Background: an optimization exercise with open tools, aiming at small area. Do not read the settings as production practice.
At most, simulation tests tie the RTL to the original design; equivalence was not proved.
Only the layout flow was run in run 2; the RTL was not checked for function there.
Power is estimated from default activity; no workload was simulated.

===== config.mk =====
export PLATFORM = sky130hd
export DESIGN_NAME = ibf_cfg_loader
export DESIGN_NICKNAME = ibf_cfg_loader
export VERILOG_FILES = /design/flow/design.v
export SDC_FILE = /design/flow/constraint.sdc
export NUM_CORES = 4
export LEC_CHECK = 0
export CAP_MARGIN = 20
export CORE_MARGIN = 2
export CORE_UTILIZATION = 40
export SLEW_MARGIN = 20

===== constraint.sdc =====
create_clock -name core_clock -period 5.0 [get_ports {clk}]
set_input_delay 1.0000 -clock core_clock [delete_from_list [all_inputs] [get_ports {clk}]]
set_output_delay 1.0000 -clock core_clock [all_outputs]
set_load 0.01 [all_outputs]

===== design.v =====
module ibf_cfg_loader #(
    parameter  int N_NUM       = 32,
    parameter  int DATA_WIDTH  = 4096,
    parameter  int WR_WIDTH    = 32,
    localparam int CFG_BIT_NUM = $clog2(N_NUM),
    localparam int MUX_NUM     = DATA_WIDTH / N_NUM,
    localparam int CFG_WIDTH   = CFG_BIT_NUM * MUX_NUM
) (
    input  logic                 clk,
    input  logic                 rst_n,
    input  logic                 cfg_wr_valid,
    output logic                 cfg_wr_ready,
    input  logic [WR_WIDTH-1:0]  cfg_wr_data,
    input  logic                 cfg_wr_last,
    input  logic                 commit_req,
    output logic [CFG_WIDTH-1:0] cfg_out,
    output logic                 cfg_pending,
    output logic                 cfg_applied,
    output logic                 cfg_err
);
    localparam int              BEATS    = (CFG_WIDTH + WR_WIDTH - 1) / WR_WIDTH;
    localparam int              CNT_W    = $clog2(BEATS + 1);
    localparam logic [CNT_W-1:0] LAST_CNT = CNT_W'(BEATS - 1);
    typedef enum logic [1:0] {
        IDLE = 2'd0,
        LOAD = 2'd1,
        FULL = 2'd2
    } state_t;
    state_t               state_q,   state_d;
    logic [CNT_W-1:0]     cnt_q,     cnt_d;
    logic [CFG_WIDTH-1:0] shadow_q,  shadow_d;
    logic [CFG_WIDTH-1:0] cfg_out_q, cfg_out_d;
    logic                 applied_q, applied_d;
    logic                 err_q,     err_d;
    logic                 xfer;
    logic [CNT_W-1:0]     beat_idx;
    assign cfg_wr_ready = (state_q != FULL);
    assign cfg_pending  = (state_q == FULL);
    assign cfg_out      = cfg_out_q;
    assign cfg_applied  = applied_q;
    assign cfg_err      = err_q;
    assign xfer     = cfg_wr_valid && cfg_wr_ready;
    assign beat_idx = (state_q == LOAD) ? cnt_q : '0;
    always_comb begin
        state_d   = state_q;
        cnt_d     = cnt_q;
        shadow_d  = shadow_q;
        cfg_out_d = cfg_out_q;
        applied_d = 1'b0;
        err_d     = 1'b0;
        if (xfer) begin
            for (int i = 0; i < CFG_WIDTH; i++) begin
                if ((i / WR_WIDTH) == int'(beat_idx)) begin
                    shadow_d[i] = cfg_wr_data[i % WR_WIDTH];
                end
            end
        end
        case (state_q)
            IDLE: begin
                if (xfer) begin
                    cnt_d = CNT_W'(1);
                    if (BEATS == 1) begin
                        if (cfg_wr_last) begin
                            state_d = FULL;
                        end else begin
                            err_d = 1'b1;
                            cnt_d = '0;
                        end
                    end else if (cfg_wr_last) begin
                        err_d = 1'b1;
                        cnt_d = '0;
                    end else begin
                        state_d = LOAD;
                    end
                end
            end
            LOAD: begin
                if (xfer) begin
                    if (cnt_q == LAST_CNT) begin
                        cnt_d = '0;
                        if (cfg_wr_last) begin
                            state_d = FULL;
                        end else begin
                            err_d   = 1'b1;
                            state_d = IDLE;
                        end
                    end else if (cfg_wr_last) begin
                        err_d   = 1'b1;
                        cnt_d   = '0;
                        state_d = IDLE;
                    end else begin
                        cnt_d = cnt_q + CNT_W'(1);
                    end
                end
            end
            FULL: begin
                if (commit_req) begin
                    cfg_out_d = shadow_q;
                    applied_d = 1'b1;
                    cnt_d     = '0;
                    state_d   = IDLE;
                end
            end
            default: begin
                state_d = IDLE;
                cnt_d   = '0;
            end
        endcase
    end
    always_ff @(posedge clk) begin
        if (!rst_n) begin
            state_q   <= IDLE;
            cnt_q     <= '0;
            shadow_q  <= '0;
            cfg_out_q <= '0;
            applied_q <= 1'b0;
            err_q     <= 1'b0;
        end else begin
            state_q   <= state_d;
            cnt_q     <= cnt_d;
            shadow_q  <= shadow_d;
            cfg_out_q <= cfg_out_d;
            applied_q <= applied_d;
            err_q     <= err_d;
        end
    end
endmodule

===== run.sh =====
#!/bin/bash
# synth_recipe.tcl (not shown) runs the flow's synth.tcl, then flattens the netlist and writes it again
# the make line also repeats each setting of config.mk as NAME=value (left out here)
make -C /OpenROAD-flow-scripts/flow DESIGN_CONFIG=/design/flow/config.mk WORK_HOME=/design/flow/orfs CLKGATE_MAP_FILE= SYNTH_SCRIPT=/design/flow/synth_recipe.tcl finish

==> impl_metrics.env, run 1 <==
export IMPL_post_synth_and_or_nand_nor_area_fraction=0.1902
export IMPL_max_transition_viols_final=0
export IMPL_worst_ep_arrival_time_ps=2680
export IMPL_internal_power_w=0.01634
export IMPL_clkPwrFrac=0.481
export IMPL_grt_pass1_vias=32740
export IMPL_leakagePower_nw=18.93
export IMPL_port_buffer_count=680
export IMPL_die_area_mm2=0.1147
export IMPL_hold_path_end="cfg_out_q[537]$_SDFFE_PN0P_"
export IMPL_slowest_stage="sky130_fd_sc_hd__dfxtp_1"
export IMPL_yosys_area_share_adder=0.0005583
export IMPL_fmax_mhz=271.6
export IMPL_synth_top_cell_area_share=0.5758
export IMPL_period_needed_ps=3682
export IMPL_yosys_register_bits=1289
export IMPL_cts_sink_count=1289
export IMPL_hp_class="reg2reg"
export IMPL_ioPinCount=681
export IMPL_grt_antenna_before_repair=20
export IMPL_synth_compound_area_frac=0.1787
export IMPL_grt_pass1_wl_um=219500
export IMPL_worst_ir_drop_vdd_mv=0.2648
export IMPL_drt_pre_antenna_iters=5
export IMPL_areaGrowthSynthToFinish_pct=26.69
export IMPL_detailroute_via_count=36850
export IMPL_critical_path_cell_chain="nand2b_1, inv_4, clkdlybuf4s50_1"
export IMPL_global_route_usage_total=0.2541
export IMPL_clock_tree_root_cell="sky130_fd_sc_hd__clkbuf_16"
export IMPL_fin_skew_ps=23.95
export IMPL_critPathBufInv=2
export IMPL_required_ps=4000
export IMPL_cts_tree="yes"
export IMPL_sequential_cell_area_fraction_in_the_yosys_report=0.5758
export IMPL_p_comb_frac=0.028
export IMPL_crit_fanout=14
export IMPL_status="complete, no violations"
export IMPL_number_of_placement_rows=122
export IMPL_worst_setup_path_type="reg2out"
export IMPL_holdBufCountCts=0
export IMPL_period_share=0.7364
export IMPL_r2r_slack_ps=1860
export IMPL_number_of_enable_flip_flop_cells_after_synthesis=0
export IMPL_drt_antenna_violating_nets=0
export IMPL_report_final_hold_viol_count=0
export IMPL_number_of_cts_inserted_buffers=136
export IMPL_worst_skew_pair_late_latency_ps=740
export IMPL_power_per_cell_area_mw_per_mm2=368.9
export IMPL_setup_tns_final_ps=0
export IMPL_drive_above_1_share=0.06024
export IMPL_worst_path_clk_slew_ps=60
export IMPL_routed_wire_length_per_instance_um=21.43
export IMPL_ys_types=45
export IMPL_min_delay_path_depth=2
export IMPL_synth_top_family_by_area="simple AND/OR/NAND/NOR gates"
export IMPL_critical_path_top_delay_family="buffers and inverters"
export IMPL_worst_r2r_cell_count=5
export IMPL_multiInputGateArea_mm2=0.01704
export IMPL_mappedNetlistNets=5125
export IMPL_post_synth_main_area_contributors="sky130_fd_sc_hd__dfxtp_1 (58%), sky130_fd_sc_hd__nand2_1 (11%), sky130_fd_sc_hd__a21boi_1 (7.9%)"
export IMPL_grt_max_degree=267
export IMPL_clock_tree_buffer_depth=3
export IMPL_rr_endpoint="shadow_q[24]$_SDFFE_PN0P_"
export IMPL_final_util=0.5117
export IMPL_rsz0062_at_grt="no"
export IMPL_yosys_area_share_xor_xnor=0.0001954
export IMPL_viasPerCell=5.197
export IMPL_hold_path_startpoint="shadow_q[537]$_SDFFE_PN0P_"
export IMPL_synthDominantAreaCellType="sky130_fd_sc_hd__dfxtp_1"
export IMPL_worstMarginPinSlew_ps=1124
export IMPL_cts_repair_resized=0
export IMPL_initial_drt_markers=3150
export IMPL_count_of_filler_cells_inserted_in_the_layout=10520
export IMPL_worst_slew_margin_rel=0.2481
export IMPL_hpwl_um=89250
export IMPL_power_frac_seq=0.492
export IMPL_r2r_start="state_q[0]$_SDFFE_PN0P_"
export IMPL_placeableCoreArea_mm2=0.1110
export IMPL_ys_flop_type="sky130_fd_sc_hd__dfxtp_1"
export IMPL_floorplan_die_height_um=338.7
export IMPL_p_switching_w=0.004603
export IMPL_drc=0
export IMPL_seqCellArea_mm2=0.02580
export IMPL_finalSetupViolCount=0
export IMPL_remaining_global_route_overflow=0
export IMPL_synth_cell_area_mm2=0.04482
export IMPL_timing_critical_path_slowest_cell_delay_ps=570
export IMPL_finish_net_count=5525
export IMPL_power_share_switching=0.2197
export IMPL_post_synth_inst_count=5086
export IMPL_floorplan_initialDensity=0.4039
export IMPL_syn_area_per_cell_um2=8.812
export IMPL_cts_setup_buffers=0
export IMPL_critical_path_endpoint_type="output pin"
export IMPL_synthesis_yosys_warnings=1
export IMPL_cap_violations=0
export IMPL_ys_async_sr_fraction=0
export IMPL_gpl_final_weighted_congestion=0.7813
export IMPL_post_synth_mux_area_share=0.007845
export IMPL_htree_levels=4
export IMPL_wl_um=152000
export IMPL_fp_dieW_um=338.7
export IMPL_timing_critical_path_from_type="flip-flop"
power by group through the flow:
| stage | logic, W | registers [W] | clock network (W) |
|---|---|---|---|
| 6_report | 0.000579 | 0.0103 | 0.0101 |
| 5_1_grt | 0.000600 | 0.0103 | 0.0106 |
| 4_1_cts | 0.000578 | 0.0103 | 0.0102 |
| 3_5_place_dp | 0.000578 | 0.0105 | 0 |
| 3_3_place_gp | 0.000579 | 0.0105 | 0 |
| 2_1_floorplan | 0.000299 | 0.0105 | 0 |
worst max path at each step:
stage	slack, ps	to	depth (start not counted)	startpoint
2_1_floorplan	2780	shadow_q[35]$_SDFFE_PN0P_	7	cfg_wr_valid
3_3_place_gp	1220	shadow_q[602]$_SDFFE_PN0P_	7	cfg_wr_valid
3_5_place_dp	1250	shadow_q[604]$_SDFFE_PN0P_	7	cfg_wr_valid
4_1_cts	1250	cfg_pending	3	state_q[1]$_SDFFE_PN0P_
5_1_grt	1150	cfg_pending	3	state_q[1]$_SDFFE_PN0P_
6_report	1320	cfg_pending	3	state_q[1]$_SDFFE_PN0P_
registers in the layout, indices dropped and copies added, names as in the netlist:
register and cells:
state_q 2, cfg_out_q 640, shadow_q 640, applied_q 1, err_q 1, cnt_q 5
cell usage in the layout (no fill, tap or decap), types with 5 or more instances in the layout:
master	synthesis	final
sky130_fd_sc_hd__nand2_1	1349	1317
sky130_fd_sc_hd__dfxtp_1	1289	1289
sky130_fd_sc_hd__clkdlybuf4s50_1	0	679
sky130_fd_sc_hd__nand3_1	613	612
sky130_fd_sc_hd__o21ai_0	530	530
sky130_fd_sc_hd__a21boi_1	470	470
sky130_fd_sc_hd__a21boi_0	170	170
sky130_fd_sc_hd__clkbuf_16	0	142
sky130_fd_sc_hd__o21ai_1	79	79
sky130_fd_sc_hd__buf_4	23	49
sky130_fd_sc_hd__clkbuf_1	280	40
sky130_fd_sc_hd__mux2i_1	34	34
sky130_fd_sc_hd__nand2_2	0	30
sky130_fd_sc_hd__clkbuf_8	0	25
sky130_fd_sc_hd__clkinv_2	0	23
sky130_fd_sc_hd__buf_12	0	20
sky130_fd_sc_hd__nand3_2	15	16
sky130_fd_sc_hd__diode_2	0	9
sky130_fd_sc_hd__nor2_1	6	6
sky130_fd_sc_hd__bufinv_16	0	6
sky130_fd_sc_hd__nor2b_1	5	5
logic make-up after synthesis:
family | after synthesis
adder cells (fa/ha/maj) | 2
AO/OA/AOI/OAI | 1263
buffers and inverters | 488
flip-flops | 1289
AND/OR/NAND/NOR | 2008
multiplexers | 35
XOR/XNOR | 1
metrics by stage:
step | total power [W] | setup slack (ps) | std cells | area [um2] | hold slack (ps)
2_1_floorplan | 0.01083 | 2775 | 5086 | 44820 | 431.0
6_report | 0.02095 | 1318 | 7091 | 56780 | 434.5
5_1_grt | 0.02154 | 1148 | 7082 | 56760 | 456.4
3_5_place_dp | 0.01111 | 1254 | 6836 | 52290 | 442.4
4_1_cts | 0.02112 | 1251 | 7082 | 56750 | 442.9
3_3_place_gp | 0.01111 | 1218 | 6836 | 52290 | 434.2
synth_stat cells, types with 3 or more instances:
master / number
sky130_fd_sc_hd__nor2b_1: 5
sky130_fd_sc_hd__buf_2: 132
sky130_fd_sc_hd__nand2_1: 1349
sky130_fd_sc_hd__nand3_1: 613
sky130_fd_sc_hd__o21ai_1: 79
sky130_fd_sc_hd__and4bb_2: 3
sky130_fd_sc_hd__buf_4: 23
sky130_fd_sc_hd__mux2i_1: 34
sky130_fd_sc_hd__clkbuf_1: 280
sky130_fd_sc_hd__dfxtp_1: 1289
sky130_fd_sc_hd__a21boi_1: 470
sky130_fd_sc_hd__and2_1: 3
sky130_fd_sc_hd__nand3_2: 15
sky130_fd_sc_hd__a21boi_0: 170
sky130_fd_sc_hd__nor2_1: 6
sky130_fd_sc_hd__o21ai_0: 530
sky130_fd_sc_hd__buf_1: 51
worst register-to-register path, delay by kind of cell, from the launching register on:
kind	cells	cell delay (ps)
AND/OR/NAND/NOR	2	1580
flip-flops	1	580
buffers and inverters	1	420
multiplexers	1	210
AO/OA/AOI/OAI	1	270
per-layer routing:
metal / up-vias / wire, um / GRT usage
met5: - / 0 / 0
met3: 194 / 9416 / 0.03673
met4: 0 / 4542 / 0.08722
met2: 1159 / 72070 / 0.4203
li1: 17820 / - / -
met1: 17680 / 65920 / 0.3390
area by class of cell:
| cell class | instances | share of cell area |
|---|---|---|
| tap | 1488 | 0.03279 |
| timing repair buffer | 749 | 0.1335 |
| sequential | 1289 | 0.4545 |
| inverter | 1 | 0.0001102 |
| clock inverter | 39 | 0.007294 |
| clock buffer | 207 | 0.07129 |
| antenna | 9 | 0.0003966 |
| multi-input combinational | 3309 | 0.3002 |
==> inputs of run 2 (changes only) <==
==> design.v (replaced) <==
module ibf_cfg_loader #(
    parameter  int N_NUM       = 32,
    parameter  int DATA_WIDTH  = 4096,
    parameter  int WR_WIDTH    = 32,
    localparam int CFG_BIT_NUM = $clog2(N_NUM),
    localparam int MUX_NUM     = DATA_WIDTH / N_NUM,
    localparam int CFG_WIDTH   = CFG_BIT_NUM * MUX_NUM
) (
    input  logic                 clk,
    input  logic                 rst_n,
    input  logic                 cfg_wr_valid,
    output logic                 cfg_wr_ready,
    input  logic [WR_WIDTH-1:0]  cfg_wr_data,
    input  logic                 cfg_wr_last,
    input  logic                 commit_req,
    output logic [CFG_WIDTH-1:0] cfg_out,
    output logic                 cfg_pending,
    output logic                 cfg_applied,
    output logic                 cfg_err
);
    localparam int               BEATS    = (CFG_WIDTH + WR_WIDTH - 1) / WR_WIDTH;
    localparam int               SH_W     = BEATS * WR_WIDTH;
    localparam int               CNT_W    = (BEATS > 1) ? $clog2(BEATS) : 1;
    localparam logic [CNT_W-1:0] LAST_CNT = CNT_W'(BEATS - 1);
    logic                 full_q;
    logic [CNT_W-1:0]     cnt_q;
    logic [SH_W-1:0]      shadow_q;
    logic [CFG_WIDTH-1:0] cfg_out_q;
    logic                 applied_q;
    logic                 err_q;
    logic xfer, last_beat, commit;
    assign cfg_wr_ready = ~full_q;
    assign cfg_pending  = full_q;
    assign cfg_out      = cfg_out_q;
    assign cfg_applied  = applied_q;
    assign cfg_err      = err_q;
    assign xfer      = cfg_wr_valid & ~full_q;
    assign last_beat = (cnt_q == LAST_CNT);
    assign commit    = full_q & commit_req;
    always_ff @(posedge clk) begin
        if (xfer) begin
            if (BEATS > 1) shadow_q <= {cfg_wr_data, shadow_q[SH_W-1:WR_WIDTH]};
            else           shadow_q <= cfg_wr_data;
        end
    end
    always_ff @(posedge clk) begin
        if (!rst_n)      cfg_out_q <= '0;
        else if (commit) cfg_out_q <= shadow_q[CFG_WIDTH-1:0];
    end
    always_ff @(posedge clk) begin
        if (!rst_n) begin
            full_q    <= 1'b0;
            cnt_q     <= '0;
            applied_q <= 1'b0;
            err_q     <= 1'b0;
        end else begin
            applied_q <= commit;
            err_q     <= xfer & (cfg_wr_last ^ last_beat);
            if (commit) full_q <= 1'b0;
            else if (xfer & cfg_wr_last & last_beat) full_q <= 1'b1;
            if (xfer) begin
                if (cfg_wr_last | last_beat) cnt_q <= '0;
                else                         cnt_q <= cnt_q + CNT_W'(1);
            end
        end
    end
endmodule
==> impl_metrics.env, run 2 <==
export IMPL_final_common_cell="sky130_fd_sc_hd__clkdlybuf4s50_1"
export IMPL_initial_drt_markers=1604
export IMPL_ys_types=24
export IMPL_fp_dieW_um=316.4
export IMPL_number_of_placement_rows=114
export IMPL_timing_critical_path_from_type="flip-flop"
export IMPL_routed_wire_length_per_instance_um=21.80
export IMPL_drc=0
export IMPL_leakagePower_nw=18.41
export IMPL_floorplan_initialDensity=0.4035
export IMPL_report_final_hold_viol_count=0
export IMPL_holdBufCountCts=0
export IMPL_placeableCoreArea_mm2=0.09671
export IMPL_hold_path_startpoint="shadow_q[76]$_DFFE_PP_"
export IMPL_finish_net_count=2854
export IMPL_grt_max_degree=187
export IMPL_wl_um=91550
export IMPL_setup_tns_final_ps=0
export IMPL_post_synth_inst_count=2100
export IMPL_cts_tree="yes"
export IMPL_worst_skew_pair_late_latency_ps=720
export IMPL_critical_path_top_delay_family="buffers and inverters"
export IMPL_timing_critical_path_slowest_cell_delay_ps=720
export IMPL_period_needed_ps=2775
export IMPL_areaGrowthSynthToFinish_pct=31.77
export IMPL_detailroute_via_count=21070
export IMPL_synthesis_yosys_warnings=1
export IMPL_period_share=0.5550
export IMPL_worst_ep_arrival_time_ps=1780
export IMPL_slowest_stage="sky130_fd_sc_hd__clkdlybuf4s50_1"
export IMPL_count_of_filler_cells_inserted_in_the_layout=7695
export IMPL_post_synth_main_area_contributors="sky130_fd_sc_hd__edfxtp_1 (49%), sky130_fd_sc_hd__dfxtp_1 (33%), sky130_fd_sc_hd__a22o_1 (14%)"
export IMPL_synthDominantAreaCellType="sky130_fd_sc_hd__edfxtp_1"
export IMPL_fin_skew_ps=27.76
export IMPL_cts_sink_count=1288
export IMPL_number_of_cts_inserted_buffers=133
export IMPL_netlist_top_cells_count="sky130_fd_sc_hd__dfxtp_1 (648), sky130_fd_sc_hd__a22o_1 (640), sky130_fd_sc_hd__edfxtp_1 (640)"
export IMPL_worst_setup_path_type="reg2out"
export IMPL_ys_async_sr_fraction=0
export IMPL_ioPinCount=681
export IMPL_sequential_cell_area_fraction_in_the_yosys_report=0.8249
export IMPL_placed_area_mm2=0.04696
export IMPL_finalSetupViolCount=0
export IMPL_ys_flop_type="sky130_fd_sc_hd__dfxtp_1"
export IMPL_crit_fanout=2
export IMPL_cts_repair_resized=0
export IMPL_hp_class="reg2reg"
export IMPL_status="complete, no violations"
export IMPL_mappedNetlistNets=2139
export IMPL_worstMarginPinSlew_ps=1083
export IMPL_hpwl_um=59940
export IMPL_cap_violations=0
export IMPL_synth_cell_area_mm2=0.03903
export IMPL_drt_pre_antenna_iters=5
export IMPL_viasPerCell=5.015
export IMPL_stdcell_area_mm2=0.05143
export IMPL_drt_antenna_violating_nets=0
export IMPL_grt_antenna_before_repair=0
export IMPL_clock_tree_buffer_depth=3
export IMPL_required_ps=4000
export IMPL_critical_path_endpoint_type="output pin"
export IMPL_synth_top_cell_area_share=0.4924
export IMPL_synth_most_common_cell="sky130_fd_sc_hd__dfxtp_1"
export IMPL_crit_start="cfg_out_q[420]$_SDFFE_PN0P_"
export IMPL_fmax_mhz=360.3
export IMPL_cts_setup_buffers=0
export IMPL_die_area_mm2=0.1001
export IMPL_critical_path_cell_chain="clkdlybuf4s50_1"
export IMPL_global_route_usage_total=0.1775
export IMPL_worst_ir_drop_vdd_mv=0.3125
export IMPL_number_of_enable_flip_flop_cells_after_synthesis=640
export IMPL_syn_area_per_cell_um2=18.58
export IMPL_floorplan_die_height_um=316.4
export IMPL_drive_above_1_share=0.08482
export IMPL_rsz0062_at_grt="no"
export IMPL_critPathBufInv=1
export IMPL_grt_pass1_wl_um=135400
export IMPL_r2r_start="full_q$_SDFFE_PP0P_"
export IMPL_gpl_final_weighted_congestion=0.8171
export IMPL_port_buffer_count=680
export IMPL_power_per_cell_area_mw_per_mm2=423.6
export IMPL_most_common_layout_cells="sky130_fd_sc_hd__clkdlybuf4s50_1 (680), sky130_fd_sc_hd__dfxtp_1 (648), sky130_fd_sc_hd__a22o_1 (640), sky130_fd_sc_hd__edfxtp_1 (640), sky130_fd_sc_hd__clkbuf_16 (137)"
export IMPL_worst_path_clk_slew_ps=60
export IMPL_antennaDiodeCount=0
export IMPL_worst_slew_margin_rel=0.2780
export IMPL_htree_levels=4
export IMPL_max_transition_viols_final=0
export IMPL_remaining_global_route_overflow=0
export IMPL_clock_tree_root_cell="sky130_fd_sc_hd__clkbuf_16"
export IMPL_reg_top3="cfg_out_q (640), shadow_q (640), cnt_q (5)"
export IMPL_grt_pass1_vias=21320
export IMPL_yosys_register_bits=1288
run 2: path summary, 6_finish.rpt:
check,end,slack [ps],depth (start not counted)
worst max-delay path,cfg_out[420],2220,1
worst min register to register,shadow_q[44]$_DFFE_PP_,420,0
worst max register to register,shadow_q[493]$_DFFE_PP_,2750,3
worst min-delay path,shadow_q[44]$_DFFE_PP_,420,0
run 2: logic make-up (layout without fill, tap and decap cells):
group	Yosys count	count (layout)	share of synthesized area
buffers and inverters	145	969	0.02709
adder cells (fa/ha/maj)	2	2	0.0006411
AO/OA/AOI/OAI	648	648	0.1448
XOR/XNOR	2	2	0.0004489
AND/OR/NAND/NOR	15	15	0.002148
flip-flops	1288	1288	0.8249
run 2: metrics by stage:
step | setup slack (ps) | hold slack (ps) | util | std cells | total power [W]
floorplan | -6138 | 427.3 | - | 2100 | 0.01199
global placement | 1825 | 429.2 | 0.4856 | 3956 | 0.01207
detailed placement | 1783 | 432.4 | 0.4856 | 3956 | 0.01209
CTS | 2144 | 421.9 | 0.5318 | 4200 | 0.02203
global route | 2135 | 435.6 | 0.5318 | 4200 | 0.02250
finish | 2225 | 423.4 | 0.5318 | 4200 | 0.02179
run 2: area by class of cell:
class | count | area, um2 | area share
inverter | 3 | 15.01 | 0.0002920
tap | 1276 | 1597 | 0.03105
sequential | 1288 | 32190 | 0.6260
timing repair buffer | 722 | 7360 | 0.1431
clock buffer | 201 | 3939 | 0.07659
multi-input combinational | 667 | 5798 | 0.1127
clock inverter | 43 | 526.8 | 0.01024
run 2: power by group:
part | switching (W) | internal (W) | total [W]
clock network | 0.00399 | 0.00593 | 0.00993
registers | 0.000164 | 0.0114 | 0.0116
logic | 0.000210 | 0.0000572 | 0.000267
total | 0.00437 | 0.0174 | 0.0218
run 2: per-layer routing:
metal | GRT usage | vias to the layer above | wire length, um
li1 | - | 9741 | -
met1 | 0.2241 | 10480 | 38020
met2 | 0.2689 | 706 | 41490
met3 | 0.08522 | 138 | 9990
met4 | 0.05703 | 0 | 2048
met5 | 0 | - | 0
==> inputs of run 3 (changes only) <==
--- a/design.v
+++ b/design.v
@@ -38,14 +38,28 @@
     assign last_beat = (cnt_q == LAST_CNT);
     assign commit    = full_q & commit_req;
-    always_ff @(posedge clk) begin
-        if (xfer) begin
-            if (BEATS > 1) shadow_q <= {cfg_wr_data, shadow_q[SH_W-1:WR_WIDTH]};
-            else           shadow_q <= cfg_wr_data;
-        end
+    logic [SH_W-1:0]      sh_in, sh_d;
+    logic [CFG_WIDTH-1:0] co_d;
+    logic                 sh_ld, sh_keep, co_ld, co_keep;
+    if (BEATS > 1) begin : g_shift
+        assign sh_in = {cfg_wr_data, shadow_q[SH_W-1:WR_WIDTH]};
+    end else begin : g_one
+        assign sh_in = cfg_wr_data;
     end
-    always_ff @(posedge clk) begin
-        if (!rst_n)      cfg_out_q <= '0;
-        else if (commit) cfg_out_q <= shadow_q[CFG_WIDTH-1:0];
+    assign sh_ld   = xfer;
+    assign sh_keep = ~xfer;
+    assign co_ld   = rst_n & commit;    
+    assign co_keep = rst_n & ~commit;
+    for (genvar i = 0; i < SH_W; i++) begin : g_sh
+        ibf_cfg_loader_hold u_hold (
+            .ld (sh_ld), .din (sh_in[i]), .keep (sh_keep), .q (shadow_q[i]), .d (sh_d[i])
+        );
     end
+    for (genvar i = 0; i < CFG_WIDTH; i++) begin : g_co
+        ibf_cfg_loader_hold u_hold (
+            .ld (co_ld), .din (shadow_q[i]), .keep (co_keep), .q (cfg_out_q[i]), .d (co_d[i])
+        );
+    end
+    always_ff @(posedge clk) shadow_q <= sh_d;
+    always_ff @(posedge clk) cfg_out_q <= co_d;
     always_ff @(posedge clk) begin
         if (!rst_n) begin
@@ -66,2 +80,11 @@
     end
 endmodule
+module ibf_cfg_loader_hold (
+    input  logic ld,
+    input  logic din,
+    input  logic keep,
+    input  logic q,
+    output logic d
+);
+    assign d = (ld & din) | (keep & q);
+endmodule
--- a/config.mk
+++ b/config.mk
@@ -10,2 +10,3 @@
 export CORE_UTILIZATION = 40
 export SLEW_MARGIN = 20
+export SYNTH_HIERARCHICAL = 1
==> impl_metrics.env, run 3 <==
export IMPL_post_synth_inst_count=2599
export IMPL_place_detailed_instances=4563
export IMPL_holdBufCountCts=0
export IMPL_power_per_cell_area_mw_per_mm2=454.2
export IMPL_cts_sink_count=1288
export IMPL_synth_most_common_cell="sky130_fd_sc_hd__dfxtp_1"
export IMPL_synthDominantAreaCellType="sky130_fd_sc_hd__dfxtp_1"
export IMPL_r2r_slack_ps=2540
export IMPL_sequential_cell_area_fraction_in_the_yosys_report=0.6933
export IMPL_drt_antenna_violating_nets=0
export IMPL_period_share=0.5853
export IMPL_cts_repair_resized=0
export IMPL_ys_flop_type="sky130_fd_sc_hd__dfxtp_1"
export IMPL_crit_start="full_q$_SDFFE_PN0P_"
export IMPL_ys_types=18
export IMPL_layoutNonFillerInstCount=4804
export IMPL_cap_violations=0
export IMPL_post_synth_main_area_contributors="sky130_fd_sc_hd__dfxtp_1 (69%), sky130_fd_sc_hd__a22o_1 (30%), sky130_fd_sc_hd__ha_1 (0.067%)"
export IMPL_p_comb_frac=0.048
export IMPL_worst_skew_pair_late_latency_ps=740
export IMPL_yosys_register_bits=1288
export IMPL_netlist_top_cells_count="sky130_fd_sc_hd__dfxtp_1 (1288), sky130_fd_sc_hd__a22o_1 (1280), sky130_fd_sc_hd__nand2_1 (4), sky130_fd_sc_hd__o21ai_0 (4)"
export IMPL_wl_um=105200
export IMPL_final_common_cell="sky130_fd_sc_hd__dfxtp_1"
export IMPL_worst_ep_arrival_time_ps=1930
export IMPL_mappedNetlistNets=2638
export IMPL_synth_cell_area_mm2=0.03719
export IMPL_port_buffer_count=680
export IMPL_power_frac_seq=0.517
export IMPL_worst_path_clk_slew_ps=60
export IMPL_power_w=0.02297
export IMPL_number_of_placement_rows=111
export IMPL_grt_pass1_vias=25600
export IMPL_grt_antenna_before_repair=1
export IMPL_number_of_cts_inserted_buffers=133
export IMPL_timing_critical_path_from_type="flip-flop"
export IMPL_areaGrowthSynthToFinish_pct=35.95
export IMPL_timing_critical_path_slowest_cell_delay_ps=550
export IMPL_clock_tree_buffer_depth=3
export IMPL_reg_top3="cfg_out_q (640), shadow_q (640), cnt_q (5)"
export IMPL_crit_fanout=7
export IMPL_remaining_global_route_overflow=0
export IMPL_finish_net_count=3494
export IMPL_fin_skew_ps=23.38
export IMPL_die_area_mm2=0.09543
export IMPL_slowest_stage="sky130_fd_sc_hd__dfxtp_1"
export IMPL_grt_pass1_wl_um=159000
export IMPL_grt_max_degree=198
export IMPL_fp_dieW_um=308.9
export IMPL_ioPinCount=681
export IMPL_r2r_start="full_q$_SDFFE_PN0P_"
export IMPL_fmax_mhz=341.7
export IMPL_max_transition_viols_final=0
export IMPL_rr_endpoint="shadow_q[82]$_DFF_P_"
export IMPL_place_worst_setup_slack_ps=1664
export IMPL_clock_tree_root_cell="sky130_fd_sc_hd__clkbuf_16"
export IMPL_drt_pre_antenna_iters=6
export IMPL_placeableCoreArea_mm2=0.09194
export IMPL_worst_slack_ps=2073
export IMPL_initial_drt_markers=2135
export IMPL_number_of_enable_flip_flop_cells_after_synthesis=0
export IMPL_hpwl_um=66810
export IMPL_required_ps=4000
export IMPL_period_needed_ps=2927
export IMPL_synthesis_yosys_warnings=7
export IMPL_worst_hold_slack_ps=469.5
export IMPL_synth_top_cell_area_share=0.6933
export IMPL_cts_setup_buffers=0
export IMPL_worst_r2r_cell_count=4
export IMPL_hp_class="reg2reg"
export IMPL_clkPwrFrac=0.434
export IMPL_internal_power_w=0.01775
export IMPL_worstSetupEndpoint="cfg_wr_ready"
export IMPL_report_final_hold_viol_count=0
export IMPL_gpl_final_weighted_congestion=0.8062
export IMPL_floorplan_initialDensity=0.4045
export IMPL_drive_above_1_share=0.07163
export IMPL_routed_wire_length_per_instance_um=21.89
export IMPL_floorplan_die_height_um=308.9
export IMPL_global_route_usage_total=0.2109
export IMPL_critical_path_endpoint_type="output pin"
export IMPL_p_switching_w=0.005214
export IMPL_worst_setup_path_type="reg2out"
export IMPL_ys_async_sr_fraction=0
export IMPL_finalSetupViolCount=0
export IMPL_worst_ir_drop_vdd_mv=0.3409
export IMPL_drc=0
export IMPL_worst_slew_margin_rel=0.2408
export IMPL_htree_levels=4
export IMPL_viasPerCell=5.508
export IMPL_syn_area_per_cell_um2=14.31
export IMPL_leakagePower_nw=19.65
export IMPL_critical_path_cell_chain="inv_1, clkdlybuf4s50_1"
export IMPL_most_common_layout_cells="sky130_fd_sc_hd__dfxtp_1 (1288), sky130_fd_sc_hd__a22o_1 (1280), sky130_fd_sc_hd__clkdlybuf4s50_1 (680)"
export IMPL_setup_tns_final_ps=0
export IMPL_worstMarginPinSlew_ps=1139
export IMPL_cts_tree="yes"
export IMPL_detailroute_via_count=26460
export IMPL_rsz0062_at_grt="no"
export IMPL_status="complete, no violations"
export IMPL_power_share_switching=0.2270
run 3: changes by cell type in the layout (fill, tap and decap cells not counted), moves of 2 or more:
cell                         previous run  this run
sky130_fd_sc_hd__a22o_1               640      1280
sky130_fd_sc_hd__buf_12                19        16
sky130_fd_sc_hd__buf_4                 23        25
sky130_fd_sc_hd__bufinv_16              9         7
sky130_fd_sc_hd__clkbuf_1              37        30
sky130_fd_sc_hd__clkbuf_8              27        33
sky130_fd_sc_hd__clkinv_1               5         0
sky130_fd_sc_hd__clkinv_4               0         2
sky130_fd_sc_hd__clkinvlp_4             5         1
sky130_fd_sc_hd__dfxtp_1              648      1288
sky130_fd_sc_hd__edfxtp_1             640         0
sky130_fd_sc_hd__inv_16                 2         0
sky130_fd_sc_hd__inv_6                  2         7
sky130_fd_sc_hd__inv_8                  0         3
run 3: cell type report:
type	instances	area (um2)
flip-flops and latches	1288	25780
fillers	7546	41380
inverters	3	18.77
well taps	1243	1555
multi-input cells	1308	11410
clock inverters	39	452.9
repair buffers	721	7315
clock buffers	201	4020
diodes	1	2.502
run 3: worst min path at each step:
stage,startpoint,end,slack (ps),cells after the start
6_report,cfg_out_q[97]$_DFF_P_,cfg_out_q[97]$_DFF_P_,470,1
5_1_grt,cfg_out_q[263]$_DFF_P_,cfg_out_q[263]$_DFF_P_,480,1
4_1_cts,cfg_out_q[617]$_DFF_P_,cfg_out_q[617]$_DFF_P_,470,1
3_5_place_dp,cfg_out_q[617]$_DFF_P_,cfg_out_q[617]$_DFF_P_,450,1
3_3_place_gp,shadow_q[15]$_DFF_P_,shadow_q[15]$_DFF_P_,450,1
2_1_floorplan,shadow_q[0]$_DFF_P_,shadow_q[0]$_DFF_P_,440,1
run 3: kinds of logic after synthesis:
kind of cell / share of synthesized area
AND/OR/NAND/NOR: 0.002624
buffers and inverters: 0.0003028
AO/OA/AOI/OAI: 0.3026
adder cells (fa/ha/maj): 0.0006728
XOR/XNOR: 0.0004711
flip-flops: 0.6933
run 3: power by group through the flow:
stage / Sequential [W] / Clock [W] / Combinational (W)
after floorplan: 0.0118 / 0 / 0.000907
after global placement: 0.0121 / 0 / 0.00107
after detailed placement: 0.0121 / 0 / 0.00111
after CTS: 0.0119 / 0.0102 / 0.00112
after global routing: 0.0120 / 0.0106 / 0.00122
final: 0.0119 / 0.00997 / 0.00111
run 3: metrics by stage:
step / util / instance area (um2)
2_1_floorplan: - / 37200
4_1_cts: 0.5499 / 50560
6_report: 0.5499 / 50560
3_3_place_gp: 0.5012 / 46080
3_5_place_dp: 0.5012 / 46080
5_1_grt: 0.5499 / 50560
run 3: metal layers:
metal | wire length [um] | global-route usage
met3 | 6381 | 0.05933
met5 | 0 | 0
met4 | 3951 | 0.09110
met2 | 50870 | 0.3426
met1 | 43980 | 0.2621
run 3: worst max-delay path: cells and delay by family, from the launching register on:
| family | cells | cell delay (ps) |
|---|---|---|
| buffers and inverters | 2 | 640 |
| flip-flops | 1 | 550 |
run 3: modules after synthesis, one instance, submodules excluded:
| module | cells | copies in the design | area, um2 | flops+latches |
|---|---|---|---|---|
| ibf_cfg_loader | 1319 | 1 | 25980 | 1288 |
| ibf_cfg_loader_hold | 1 | 1280 | 8.758 | 0 |
==> inputs of run 4 (changes only) <==
==> flow/run.sh (new file) <==
#!/bin/bash
# Standard ORFS layout (the standard.sh) with two changes:
#  * the port buffers are the smallest buffer (buf_1) instead of the default pick;
#  * clock tree synthesis without dummy loads, and with larger sink clusters.
# Each tool's full output is kept in ORFS's per-step logs (orfs/logs/...); make's own
# output goes to standard.log.
set -euo pipefail
export BUFFER_PORTS_ARGS="-buffer_cell sky130_fd_sc_hd__buf_1"
export CTS_ARGS="-sink_clustering_enable -repair_clock_nets -dont_use_dummy_load -buf_list sky130_fd_sc_hd__clkbuf_16 -sink_clustering_size 30 -sink_clustering_max_diameter 60"
bash standard.sh > standard.log 2>&1
==> standard.sh (new file) <==
#!/bin/bash
# synth_recipe.tcl (not shown) runs the flow's synth.tcl, then flattens the netlist and writes it again
# the make line also repeats each setting of config.mk as NAME=value (left out here)
make -C /OpenROAD-flow-scripts/flow DESIGN_CONFIG=/design/flow/config.mk WORK_HOME=/design/flow/orfs CLKGATE_MAP_FILE= SYNTH_SCRIPT=/design/flow/synth_recipe.tcl "${@:-finish}"
removed: run.sh
==> impl_metrics.env, run 4 <==
export IMPL_most_common_layout_cells="sky130_fd_sc_hd__dfxtp_1 (1288), sky130_fd_sc_hd__a22o_1 (1280), sky130_fd_sc_hd__buf_1 (680)"
export IMPL_hpwl_um=62000
export IMPL_synthesis_yosys_warnings=7
export IMPL_timing_critical_path_from_type="flip-flop"
export IMPL_cts_repair_resized=0
export IMPL_synthDominantAreaCellType="sky130_fd_sc_hd__dfxtp_1"
export IMPL_cts_setup_buffers=0
export IMPL_ys_types=18
export IMPL_synth_most_common_cell="sky130_fd_sc_hd__dfxtp_1"
export IMPL_post_synth_inst_count=2599
export IMPL_rsz0062_at_grt="no"
export IMPL_post_synth_main_area_contributors="sky130_fd_sc_hd__dfxtp_1 (69%), sky130_fd_sc_hd__a22o_1 (30%), sky130_fd_sc_hd__ha_1 (0.067%)"
export IMPL_htree_levels=3
export IMPL_global_route_usage_total=0.1928
export IMPL_final_common_cell="sky130_fd_sc_hd__dfxtp_1"
export IMPL_power_per_cell_area_mw_per_mm2=439.0
export IMPL_status="complete, no violations"
export IMPL_detailroute_via_count=25490
export IMPL_routed_wire_length_per_instance_um=21.04
export IMPL_worst_ir_drop_vdd_mv=0.2487
export IMPL_worst_skew_pair_late_latency_ps=690
export IMPL_setup_tns_final_ps=0
export IMPL_crit_fanout=214
export IMPL_drive_above_1_share=0.04015
export IMPL_synth_cell_area_mm2=0.03719
export IMPL_holdBufCountCts=0
export IMPL_worst_setup_path_type="reg2reg"
export IMPL_worst_slew_margin_rel=0.1447
export IMPL_fp_dieW_um=308.9
export IMPL_ys_async_sr_fraction=0
export IMPL_floorplan_die_height_um=308.9
export IMPL_report_final_hold_viol_count=0
export IMPL_drt_antenna_violating_nets=0
export IMPL_sequential_cell_area_fraction_in_the_yosys_report=0.6933
export IMPL_wl_um=97920
export IMPL_critical_path_endpoint_type="flip-flop"
export IMPL_synth_top_cell_area_share=0.6933
export IMPL_placeableCoreArea_mm2=0.09194
export IMPL_leakagePower_nw=17.02
export IMPL_floorplan_initialDensity=0.4045
export IMPL_die_area_mm2=0.09543
export IMPL_drt_pre_antenna_iters=5
export IMPL_antennaDiodeCount=0
export IMPL_cts_sink_count=1288
export IMPL_port_buffer_count=680
export IMPL_final_util=0.4792
export IMPL_syn_area_per_cell_um2=14.31
export IMPL_hp_class="reg2reg"
export IMPL_clock_tree_root_cell="sky130_fd_sc_hd__clkbuf_16"
export IMPL_period_needed_ps=2684
export IMPL_placed_area_mm2=0.04186
export IMPL_number_of_cts_inserted_buffers=88
export IMPL_remaining_global_route_overflow=0
export IMPL_worst_ep_arrival_time_ps=3280
export IMPL_grt_pass1_wl_um=146700
export IMPL_ys_flop_type="sky130_fd_sc_hd__dfxtp_1"
export IMPL_grt_max_degree=215
export IMPL_grt_pass1_vias=23910
export IMPL_mappedNetlistNets=2638
export IMPL_fmax_mhz=372.6
export IMPL_number_of_placement_rows=111
export IMPL_grt_antenna_before_repair=0
export IMPL_power_w=0.01934
export IMPL_stdcell_area_mm2=0.04406
export IMPL_worst_hold_slack_ps=449.5
export IMPL_clock_tree_buffer_depth=3
export IMPL_initial_drt_markers=2244
export IMPL_max_transition_viols_final=0
export IMPL_areaGrowthSynthToFinish_pct=18.48
export IMPL_reg_top3="cfg_out_q (640), shadow_q (640), cnt_q (5)"
export IMPL_drc=0
export IMPL_cts_tree="yes"
export IMPL_period_share=0.5368
export IMPL_required_ps=5600
export IMPL_fin_skew_ps=52.49
export IMPL_viasPerCell=5.476
export IMPL_number_of_enable_flip_flop_cells_after_synthesis=0
export IMPL_ioPinCount=681
export IMPL_netlist_top_cells_count="sky130_fd_sc_hd__dfxtp_1 (1288), sky130_fd_sc_hd__a22o_1 (1280), sky130_fd_sc_hd__nand2_1 (4), sky130_fd_sc_hd__o21ai_0 (4)"
export IMPL_finalSetupViolCount=0
export IMPL_worst_path_clk_slew_ps=110
export IMPL_finish_net_count=3453
export IMPL_gpl_final_weighted_congestion=0.7820
export IMPL_yosys_register_bits=1288
export IMPL_worstMarginPinSlew_ps=1283
export IMPL_cap_violations=0
[run 4: cell counts after synthesis]
Identical to the previous run, type by type.
[run 4: cell families after synthesis]
| group | synth area share |
|---|---|
| adder cells (fa/ha/maj) | 0.0006728 |
| flip-flops | 0.6933 |
| AO/OA/AOI/OAI | 0.3026 |
| AND/OR/NAND/NOR | 0.002624 |
| buffers and inverters | 0.0003028 |
| XOR/XNOR | 0.0004711 |
[run 4: power by group]
group          switching (W)  internal (W)
clock                0.00329       0.00311
combinational       0.000432      0.000646
sequential          0.000730        0.0111
[run 4: metrics by stage]
step	cells	worst slack, ps
finish	4655	2316
global route	4655	2241
CTS	4655	2447
detailed placement	4567	1888
global placement	4567	1908
floorplan	2599	-12140
[run 4: cell type report]
cell class	instances	area, um2
well taps	1243	1555
inverters	3	18.77
flip-flops and latches	1288	25780
fillers	8330	47880
multi-input cells	1308	11410
clock buffers	88	2202
repair buffers	725	3090
[run 4: metal layers]
| metal | global-route usage | part of all wire |
|---|---|---|
| met4 | 0.08941 | 0.046 |
| met2 | 0.3077 | 0.47 |
| met1 | 0.2498 | 0.43 |
| met3 | 0.04166 | 0.050 |
| met5 | 0 | 0 |
[run 4: path summary, 6_finish.rpt]
check                       startpoint               endpoint  slack, ps  cells past startpoint
hold reg to reg   shadow_q[17]$_DFF_P_  cfg_out_q[17]$_DFF_P_        450                      1
hold / removal    shadow_q[17]$_DFF_P_  cfg_out_q[17]$_DFF_P_        450                      1
setup / recovery   full_q$_SDFFE_PN0P_  shadow_q[624]$_DFF_P_       2320                      4
setup reg to reg   full_q$_SDFFE_PN0P_  shadow_q[624]$_DFF_P_       2320                      4
[run 4: critical path, cell delays in order, from the launching register on]
cell,delay [ps]
sky130_fd_sc_hd__dfxtp_1,510
sky130_fd_sc_hd__nand2b_4,510
sky130_fd_sc_hd__buf_12,350
sky130_fd_sc_hd__buf_12,490
sky130_fd_sc_hd__a22o_1,260
[run 4: modules after synthesis, one instance, submodules excluded]
| module | cells inside | copies in the design | flip-flops and latches | cell area (um2) |
|---|---|---|---|---|
| ibf_cfg_loader | 1319 | 1 | 1288 | 25980 |
| ibf_cfg_loader_hold | 1 | 1280 | 0 | 8.758 |
==> inputs of run 5 (changes only) <==
--- a/config.mk
+++ b/config.mk
@@ -6,7 +6,7 @@
 export NUM_CORES = 4
 export LEC_CHECK = 0
-export CAP_MARGIN = 20
+export CAP_MARGIN = 10
 export CORE_MARGIN = 2
-export CORE_UTILIZATION = 40
-export SLEW_MARGIN = 20
+export CORE_UTILIZATION = 85
+export SLEW_MARGIN = 10
 export SYNTH_HIERARCHICAL = 1
==> impl_metrics.env, run 5 <==
export IMPL_status="did not finish"
export IMPL_outcome_stop_stage="4_1_cts"
export IMPL_error="[ERROR DPL-0033] detailed placement checks failed during check placement."
export IMPL_synth_top_cell_area_share=0.6933
export IMPL_synth_cell_area_mm2=0.03719
export IMPL_post_synth_main_area_contributors="sky130_fd_sc_hd__dfxtp_1 (69%), sky130_fd_sc_hd__a22o_1 (30%), sky130_fd_sc_hd__ha_1 (0.067%)"
export IMPL_netlist_top_cells_count="sky130_fd_sc_hd__dfxtp_1 (1288), sky130_fd_sc_hd__a22o_1 (1280), sky130_fd_sc_hd__nand2_1 (4), sky130_fd_sc_hd__o21ai_0 (4)"
export IMPL_htree_levels=2
export IMPL_ioPinCount=681
export IMPL_placed_area_mm2=0.04091
export IMPL_floorplan_die_height_um=213.2
export IMPL_synthesis_yosys_warnings=7
export IMPL_mappedNetlistNets=2638
export IMPL_ys_types=18
export IMPL_clock_tree_buffer_depth=3
export IMPL_place_detailed_instances=3892
export IMPL_ys_async_sr_fraction=0
export IMPL_synth_most_common_cell="sky130_fd_sc_hd__dfxtp_1"
export IMPL_number_of_cts_inserted_buffers=52
export IMPL_ys_flop_type="sky130_fd_sc_hd__dfxtp_1"
export IMPL_sequential_cell_area_fraction_in_the_yosys_report=0.6933
export IMPL_synthDominantAreaCellType="sky130_fd_sc_hd__dfxtp_1"
export IMPL_clock_tree_root_cell="sky130_fd_sc_hd__clkbuf_16"
export IMPL_floorplan_initialDensity=0.8614
export IMPL_number_of_placement_rows=76
export IMPL_syn_area_per_cell_um2=14.31
export IMPL_post_synth_inst_count=2599
export IMPL_holdBufCountCts=0
export IMPL_port_buffer_count=680
export IMPL_hpwl_um=75700
export IMPL_yosys_register_bits=1288
export IMPL_cts_sink_count=1288
export IMPL_cts_setup_buffers=0
export IMPL_fp_dieW_um=213.2
export IMPL_number_of_enable_flip_flop_cells_after_synthesis=0
export IMPL_gpl_final_weighted_congestion=0.9076
export IMPL_cts_repair_resized=0
==> run 5: cell counts after synthesis <==
No cell type changed its count.
==> run 5: stage by stage <==
| stage | power (W) | setup slack (ps) |
|---|---|---|
| floorplan | 0.01275 | -12140 |
| global placement | 0.01302 | 1964 |
| detailed placement | 0.01326 | 1825 |
==> run 5: worst max-delay path by stage <==
stage / startpoint / to / cells past startpoint
3_3_place_gp: cfg_wr_valid / err_q$_SDFF_PN0_ / 5
2_1_floorplan: cfg_wr_valid / shadow_q[0]$_DFF_P_ / 3
3_5_place_dp: cfg_wr_valid / shadow_q[138]$_DFF_P_ / 5
==> run 5: cells by family after synthesis <==
logic type / after synthesis / share of synthesized area
flip-flops: 1288 / 0.6933
buffers and inverters: 3 / 0.0003028
adder cells (fa/ha/maj): 2 / 0.0006728
XOR/XNOR: 2 / 0.0004711
AND/OR/NAND/NOR: 16 / 0.002624
AO/OA/AOI/OAI: 1288 / 0.3026
==> run 5: power groups by stage <==
stage	clock [W]	sequential (W)	combinational [W]
after global placement	0	0.0120	0.00101
after detailed placement	0	0.0121	0.00111
after floorplan	0	0.0118	0.000907
==> run 5: per-module statistics from Yosys (local to each module, per instance) <==
| module | cells | area, um2 |
|---|---|---|
| ibf_cfg_loader | 1319 | 25980 |
| ibf_cfg_loader_hold | 1 | 8.758 |
==> inputs of run 6 (changes only) <==
--- a/config.mk
+++ b/config.mk
@@ -8,5 +8,5 @@
 export CAP_MARGIN = 10
 export CORE_MARGIN = 2
-export CORE_UTILIZATION = 85
+export CORE_UTILIZATION = 70
 export SLEW_MARGIN = 10
 export SYNTH_HIERARCHICAL = 1
==> impl_metrics.env, run 6 <==
export IMPL_holdBufCountCts=0
export IMPL_reg_top3="cfg_out_q (640), shadow_q (640), cnt_q (5)"
export IMPL_critical_path_top_cell_by_count="sky130_fd_sc_hd__buf_4"
export IMPL_number_of_placement_rows=84
export IMPL_grt_pass1_wl_um=146000
export IMPL_synth_cell_area_mm2=0.03719
export IMPL_drt_pre_antenna_iters=5
export IMPL_cap_violations=0
export IMPL_fmax_mhz=354.7
export IMPL_clock_tree_root_cell="sky130_fd_sc_hd__clkbuf_16"
export IMPL_required_ps=5580
export IMPL_finalSetupViolCount=0
export IMPL_remaining_global_route_overflow=0
export IMPL_placeableCoreArea_mm2=0.05255
export IMPL_number_of_enable_flip_flop_cells_after_synthesis=0
export IMPL_ys_async_sr_fraction=0
export IMPL_antennaDiodeCount=0
export IMPL_worst_slack_ps=2181
export IMPL_drive_above_1_share=0.02704
export IMPL_slowest_stage="sky130_fd_sc_hd__buf_4"
export IMPL_period_needed_ps=2819
export IMPL_placed_area_mm2=0.04113
export IMPL_critical_path_cell_chain="nand2b_4, buf_4, buf_4, a22o_1"
export IMPL_rsz0062_at_grt="no"
export IMPL_fp_dieW_um=234.5
export IMPL_detailroute_via_count=26440
export IMPL_mappedNetlistNets=2638
export IMPL_global_route_usage_total=0.3362
export IMPL_fin_skew_ps=32.04
export IMPL_ioPinCount=681
export IMPL_cts_setup_buffers=0
export IMPL_yosys_area_share_adder=0.0006729
export IMPL_final_common_cell="sky130_fd_sc_hd__dfxtp_1"
export IMPL_hpwl_um=64930
export IMPL_report_final_hold_viol_count=0
export IMPL_port_buffer_count=680
export IMPL_routed_wire_length_per_instance_um=24.19
export IMPL_synth_top_cell_area_share=0.6933
export IMPL_critPathBufInv=2
export IMPL_count_of_filler_cells_inserted_in_the_layout=3260
export IMPL_number_of_cts_inserted_buffers=53
export IMPL_timing_critical_path_slowest_cell_delay_ps=750
export IMPL_worst_ep_arrival_time_ps=3400
export IMPL_yosys_area_share_xor_xnor=0.0004710
export IMPL_critical_path_endpoint_type="flip-flop"
export IMPL_viasPerCell=6.523
export IMPL_grt_antenna_before_repair=0
export IMPL_grt_pass1_vias=24460
export IMPL_areaGrowthSynthToFinish_pct=14.17
export IMPL_post_synth_and_or_nand_nor_area_fraction=0.002624
export IMPL_synthesis_yosys_warnings=7
export IMPL_post_synth_main_area_contributors="sky130_fd_sc_hd__dfxtp_1 (69%), sky130_fd_sc_hd__a22o_1 (30%), sky130_fd_sc_hd__ha_1 (0.067%)"
export IMPL_wl_um=98070
export IMPL_ys_flop_type="sky130_fd_sc_hd__dfxtp_1"
export IMPL_finish_net_count=3407
export IMPL_synth_compound_area_frac=0.3026
export IMPL_synth_top_family_by_area="compound AO/OA/AOI/OAI gates"
export IMPL_initial_drt_markers=2583
export IMPL_floorplan_die_height_um=234.5
export IMPL_clock_tree_buffer_depth=3
export IMPL_worst_slew_margin_rel=0.2782
export IMPL_crit_fanout=78
export IMPL_max_transition_viols_final=0
export IMPL_status="complete, no violations"
export IMPL_drt_antenna_violating_nets=0
export IMPL_worst_ir_drop_vdd_mv=0.2895
export IMPL_period_share=0.5638
export IMPL_cts_tree="yes"
export IMPL_timing_critical_path_from_type="flip-flop"
export IMPL_syn_area_per_cell_um2=14.31
export IMPL_yosys_register_bits=1288
export IMPL_grt_max_degree=237
export IMPL_synth_most_common_cell="sky130_fd_sc_hd__dfxtp_1"
export IMPL_cts_sink_count=1288
export IMPL_sequential_cell_area_fraction_in_the_yosys_report=0.6933
export IMPL_most_common_layout_cells="sky130_fd_sc_hd__dfxtp_1 (1288), sky130_fd_sc_hd__a22o_1 (1280), sky130_fd_sc_hd__buf_1 (680)"
export IMPL_die_area_mm2=0.05499
export IMPL_netlist_top_cells_count="sky130_fd_sc_hd__dfxtp_1 (1288), sky130_fd_sc_hd__a22o_1 (1280), sky130_fd_sc_hd__nand2_1 (4), sky130_fd_sc_hd__o21ai_0 (4)"
export IMPL_gpl_final_weighted_congestion=0.8937
export IMPL_power_w=0.01780
export IMPL_setup_tns_final_ps=0
export IMPL_ys_types=18
export IMPL_htree_levels=2
export IMPL_worst_skew_pair_late_latency_ps=640
export IMPL_place_worst_setup_slack_ps=1684
export IMPL_floorplan_initialDensity=0.7077
export IMPL_cts_repair_resized=0
export IMPL_power_per_cell_area_mw_per_mm2=419.3
export IMPL_post_synth_inst_count=2599
export IMPL_worstMarginPinSlew_ps=1083
export IMPL_synthDominantAreaCellType="sky130_fd_sc_hd__dfxtp_1"
export IMPL_leakagePower_nw=16.55
export IMPL_critical_path_top_delay_family="buffers and inverters"
export IMPL_drc=0
export IMPL_worst_path_clk_slew_ps=110
export IMPL_post_synth_mux_area_share=0
export IMPL_hp_class="reg2reg"
export IMPL_worst_setup_path_type="reg2reg"
export IMPL_stdcell_area_mm2=0.04246
## run 6: cell counts after synthesis
No cell type changed its count.
## run 6: routing by layer
metal  track usage  vias to the layer above  part of all wire
met1        0.4368                    13150              0.40
li1              -                    12060                 -
met5             0                        -                 0
met2        0.5090                     1023              0.45
met4        0.1832                        0             0.060
met3       0.09763                      219             0.089
## run 6: cell families after synthesis
group | count (synthesis)
buffers and inverters | 3
adder cells (fa/ha/maj) | 2
AO/OA/AOI/OAI | 1288
flip-flops | 1288
AND/OR/NAND/NOR | 16
XOR/XNOR | 2
## run 6: path summary, 6_finish.rpt
| kind | from | endpoint | slack, ps | depth (start not counted) |
|---|---|---|---|---|
| max | full_q$_SDFFE_PN0P_ | shadow_q[528]$_DFF_P_ | 2180 | 4 |
| min | cfg_out_q[95]$_DFF_P_ | cfg_out_q[95]$_DFF_P_ | 480 | 1 |
| max reg2reg | full_q$_SDFFE_PN0P_ | shadow_q[528]$_DFF_P_ | 2180 | 4 |
| min reg2reg | cfg_out_q[95]$_DFF_P_ | cfg_out_q[95]$_DFF_P_ | 480 | 1 |
## run 6: cell type report
class	count	area, um2	area share
sequential	1288	25780	0.6073
multi-input combinational	1308	11410	0.2687
timing repair buffer	714	3058	0.07202
clock buffer	53	1326	0.03124
tap	688	860.8	0.02027
inverter	3	18.77	0.0004420
## run 6: stage by stage
step | util | cells | hold slack, ps
after floorplan | - | 2599 | 439.9
after global placement | 0.7827 | 4001 | 449.8
after detailed placement | 0.7827 | 4001 | 451.5
after CTS | 0.8080 | 4054 | 479.9
after global routing | 0.8080 | 4054 | 490.4
final | 0.8080 | 4054 | 477.7
## run 6: power by group
| part | switching [W] | internal [W] |
|---|---|---|
| sequential | 0.000739 | 0.0111 |
| combinational | 0.000455 | 0.000649 |
| clock | 0.00292 | 0.00190 |
| total | 0.00412 | 0.0137 |
## run 6: per-module statistics from Yosys, one instance, submodules excluded
module	copies in the design	area (um2)	cells inside
ibf_cfg_loader	1	25980	1319
ibf_cfg_loader_hold	1280	8.758	1
==> inputs of run 7 (changes only) <==
--- a/config.mk
+++ b/config.mk
@@ -8,5 +8,5 @@
 export CAP_MARGIN = 10
 export CORE_MARGIN = 2
-export CORE_UTILIZATION = 70
+export CORE_UTILIZATION = 78
 export SLEW_MARGIN = 10
 export SYNTH_HIERARCHICAL = 1
==> impl_metrics.env, run 7 <==
export IMPL_hold_path_startpoint="cfg_out_q[512]$_DFF_P_"
export IMPL_period_share=0.5367
export IMPL_areaGrowthSynthToFinish_pct=13.81
export IMPL_power_share_switching=0.2335
export IMPL_max_transition_viols_final=0
export IMPL_drt_antenna_violating_nets=0
export IMPL_worst_ep_arrival_time_ps=3210
export IMPL_fmax_mhz=372.6
export IMPL_fin_skew_ps=60.26
export IMPL_yosys_register_bits=1288
export IMPL_multiInputGateArea_mm2=0.01141
export IMPL_final_common_cell="sky130_fd_sc_hd__dfxtp_1"
export IMPL_cts_setup_buffers=0
export IMPL_yosys_area_share_xor_xnor=0.0004710
export IMPL_post_synth_mux_area_share=0
export IMPL_ys_flop_type="sky130_fd_sc_hd__dfxtp_1"
export IMPL_crit_start="full_q$_SDFFE_PN0P_"
export IMPL_most_common_layout_cells="sky130_fd_sc_hd__dfxtp_1 (1288), sky130_fd_sc_hd__a22o_1 (1280), sky130_fd_sc_hd__buf_1 (680)"
export IMPL_reg_top3="cfg_out_q (640), shadow_q (640), cnt_q (5)"
export IMPL_ioPinCount=681
export IMPL_ys_types=18
export IMPL_initial_drt_markers=3212
export IMPL_worst_setup_path_type="reg2reg"
export IMPL_number_of_placement_rows=80
export IMPL_yosys_area_share_adder=0.0006729
export IMPL_clock_tree_root_cell="sky130_fd_sc_hd__clkbuf_16"
export IMPL_hold_path_end="cfg_out_q[512]$_DFF_P_"
export IMPL_placeableCoreArea_mm2=0.04745
export IMPL_clkPwrFrac=0.270
export IMPL_holdBufCountCts=0
export IMPL_number_of_enable_flip_flop_cells_after_synthesis=0
export IMPL_period_needed_ps=2684
export IMPL_cts_sink_count=1288
export IMPL_ys_async_sr_fraction=0
export IMPL_synth_compound_area_frac=0.3026
export IMPL_hpwl_um=65900
export IMPL_routed_wire_length_per_instance_um=25.46
export IMPL_critical_path_endpoint_type="flip-flop"
export IMPL_drive_above_1_share=0.02675
export IMPL_rr_endpoint="shadow_q[512]$_DFF_P_"
export IMPL_netlist_top_cells_count="sky130_fd_sc_hd__dfxtp_1 (1288), sky130_fd_sc_hd__a22o_1 (1280), sky130_fd_sc_hd__nand2_1 (4), sky130_fd_sc_hd__o21ai_0 (4)"
export IMPL_power_per_cell_area_mw_per_mm2=421.9
export IMPL_drt_pre_antenna_iters=5
export IMPL_worst_ir_drop_vdd_mv=0.3600
export IMPL_p_switching_w=0.004171
export IMPL_setup_tns_final_ps=0
export IMPL_grt_antenna_before_repair=2
export IMPL_syn_area_per_cell_um2=14.31
export IMPL_grt_pass1_wl_um=153200
export IMPL_p_comb_frac=0.063
export IMPL_global_route_usage_total=0.3887
export IMPL_post_synth_inst_count=2599
export IMPL_power_frac_seq=0.667
export IMPL_synthDominantAreaCellType="sky130_fd_sc_hd__dfxtp_1"
export IMPL_clock_tree_buffer_depth=3
export IMPL_leakagePower_nw=16.53
export IMPL_rsz0062_at_grt="no"
export IMPL_timing_critical_path_from_type="flip-flop"
export IMPL_synth_top_family_by_area="compound AO/OA/AOI/OAI gates"
export IMPL_number_of_cts_inserted_buffers=53
export IMPL_remaining_global_route_overflow=0
export IMPL_detailroute_via_count=27320
export IMPL_fp_dieW_um=222.4
export IMPL_cts_repair_resized=0
export IMPL_port_buffer_count=680
export IMPL_synth_cell_area_mm2=0.03719
export IMPL_grt_pass1_vias=25780
export IMPL_post_synth_main_area_contributors="sky130_fd_sc_hd__dfxtp_1 (69%), sky130_fd_sc_hd__a22o_1 (30%), sky130_fd_sc_hd__ha_1 (0.067%)"
export IMPL_drc=0
export IMPL_min_delay_path_depth=1
export IMPL_htree_levels=2
export IMPL_grt_max_degree=173
export IMPL_floorplan_initialDensity=0.7838
export IMPL_viasPerCell=6.861
export IMPL_synth_top_cell_area_share=0.6933
export IMPL_status="complete, no violations"
export IMPL_cap_violations=0
export IMPL_die_area_mm2=0.04944
export IMPL_cts_tree="yes"
export IMPL_count_of_filler_cells_inserted_in_the_layout=2113
export IMPL_worst_skew_pair_late_latency_ps=640
export IMPL_hp_class="reg2reg"
export IMPL_r2r_start="full_q$_SDFFE_PN0P_"
export IMPL_r2r_slack_ps=2320
export IMPL_worst_slew_margin_rel=0.3021
export IMPL_sequential_cell_area_fraction_in_the_yosys_report=0.6933
export IMPL_finalSetupViolCount=0
export IMPL_worstMarginPinSlew_ps=1047
export IMPL_finish_net_count=3406
export IMPL_crit_fanout=67
export IMPL_synthesis_yosys_warnings=7
export IMPL_internal_power_w=0.01369
export IMPL_post_synth_and_or_nand_nor_area_fraction=0.002624
export IMPL_synth_most_common_cell="sky130_fd_sc_hd__dfxtp_1"
export IMPL_report_final_hold_viol_count=0
export IMPL_floorplan_die_height_um=222.4
export IMPL_wl_um=101400
export IMPL_final_util=0.8921
export IMPL_seqCellArea_mm2=0.02578
export IMPL_worst_path_clk_slew_ps=100
export IMPL_required_ps=5520
export IMPL_worst_r2r_cell_count=4
export IMPL_mappedNetlistNets=2638
export IMPL_gpl_final_weighted_congestion=0.8587
==> run 7: critical path, stage by stage (launching register included) <==
cell,delay [ps]
sky130_fd_sc_hd__dfxtp_1,490
sky130_fd_sc_hd__nand2b_4,540
sky130_fd_sc_hd__buf_4,690
sky130_fd_sc_hd__buf_4,550
sky130_fd_sc_hd__a22o_1,210
==> run 7: cell type report <==
cell class                      count  share of cell area
Timing Repair Buffer              713             0.07118
Sequential cell                  1288              0.6092
Tap cell                          615             0.01818
Multi-Input combinational cell   1308              0.2696
Clock buffer                       53             0.03133
Inverter                            3           0.0004434
Antenna cell                        2           0.0001182
==> run 7: per-layer routing <==
layer	global-route usage	wire length (um)	part of all wire
met1	0.4916	38390	0.38
met3	0.1025	9301	0.092
met2	0.6030	46700	0.46
met4	0.2366	6995	0.069
met5	0	0	0
==> run 7: worst max-delay path by stage <==
stage	depth (start not counted)	slack (ps)	to
floorplan	3	-12140	shadow_q[0]$_DFF_P_
global placement	5	1880	shadow_q[31]$_DFF_P_
detailed placement	5	1790	shadow_q[634]$_DFF_P_
CTS	4	2400	shadow_q[512]$_DFF_P_
global route	4	2240	shadow_q[256]$_DFF_P_
finish	4	2320	shadow_q[512]$_DFF_P_
==> run 7: modules after synthesis, one instance, submodules excluded <==
module               flip-flops and latches  cells inside
ibf_cfg_loader_hold                       0             1
ibf_cfg_loader                         1288          1319
==> run 7: cell families after synthesis <==
kind of cell             Yosys count
AO/OA/AOI/OAI                   1288
XOR/XNOR                           2
adder cells (fa/ha/maj)            2
buffers and inverters              3
flip-flops                      1288
AND/OR/NAND/NOR                   16
==> run 7: stage by stage <==
step	total power (W)	cells	setup WS [ps]	instance area [um2]	hold WS [ps]
floorplan	0.01275	2599	-12140	37200	439.9
detailed placement	0.01319	3927	1790	41000	450.7
global route	0.01836	3981	2237	42320	487.2
CTS	0.01781	3980	2402	42320	471.3
global placement	0.01303	3927	1883	41000	449.7
finish	0.01786	3982	2316	42330	471.4
==> run 7: power groups by stage <==
stage / clock network, W / logic (W) / registers [W]
2_1_floorplan: 0 / 0.000907 / 0.0118
4_1_cts: 0.00482 / 0.00111 / 0.0119
3_3_place_gp: 0 / 0.00102 / 0.0120
3_5_place_dp: 0 / 0.00109 / 0.0121
5_1_grt: 0.00515 / 0.00120 / 0.0120
6_report: 0.00483 / 0.00112 / 0.0119

## afterwards: timing with drivers on the ports
In the flow no input, the clock included, has a driving cell. The finished layouts below were timed again as built, in two steps. Step 1 sets driving cells, clkbuf_16 on the clock port and buf_2 on the other inputs (assumed; they add their load-dependent delay and slew). Step 2 also shifts input and output timing later by t, the mid clock arrival at the registers, as if the neighbouring blocks saw the same clock. Slacks: no drivers / after step 1 / after step 2; pairs: no drivers / after step 1.
run | shift t [ns] | slack for setup (ns) | cell pins on the clock port's net
run 1 | 0.790 | 1.318 / 1.249 / 1.254 | 1
run 2 | 0.768 | 2.225 / 2.162 / 1.770 | 1
run 3 | 0.792 | 2.073 / 2.004 / 1.627 | 1
run 4 | 0.719 | 2.316 / 2.316 / 1.746 | 1
run 6 | 0.693 | 2.181 / 2.181 / 1.616 | 1
run 7 | 0.679 | 2.316 / 2.316 / 1.677 | 1
After both steps setup and hold are still met in every run listed. The setup slack of run 7, which loses most, moves by 0.000 ns with the drivers and by -0.639 ns with both steps.
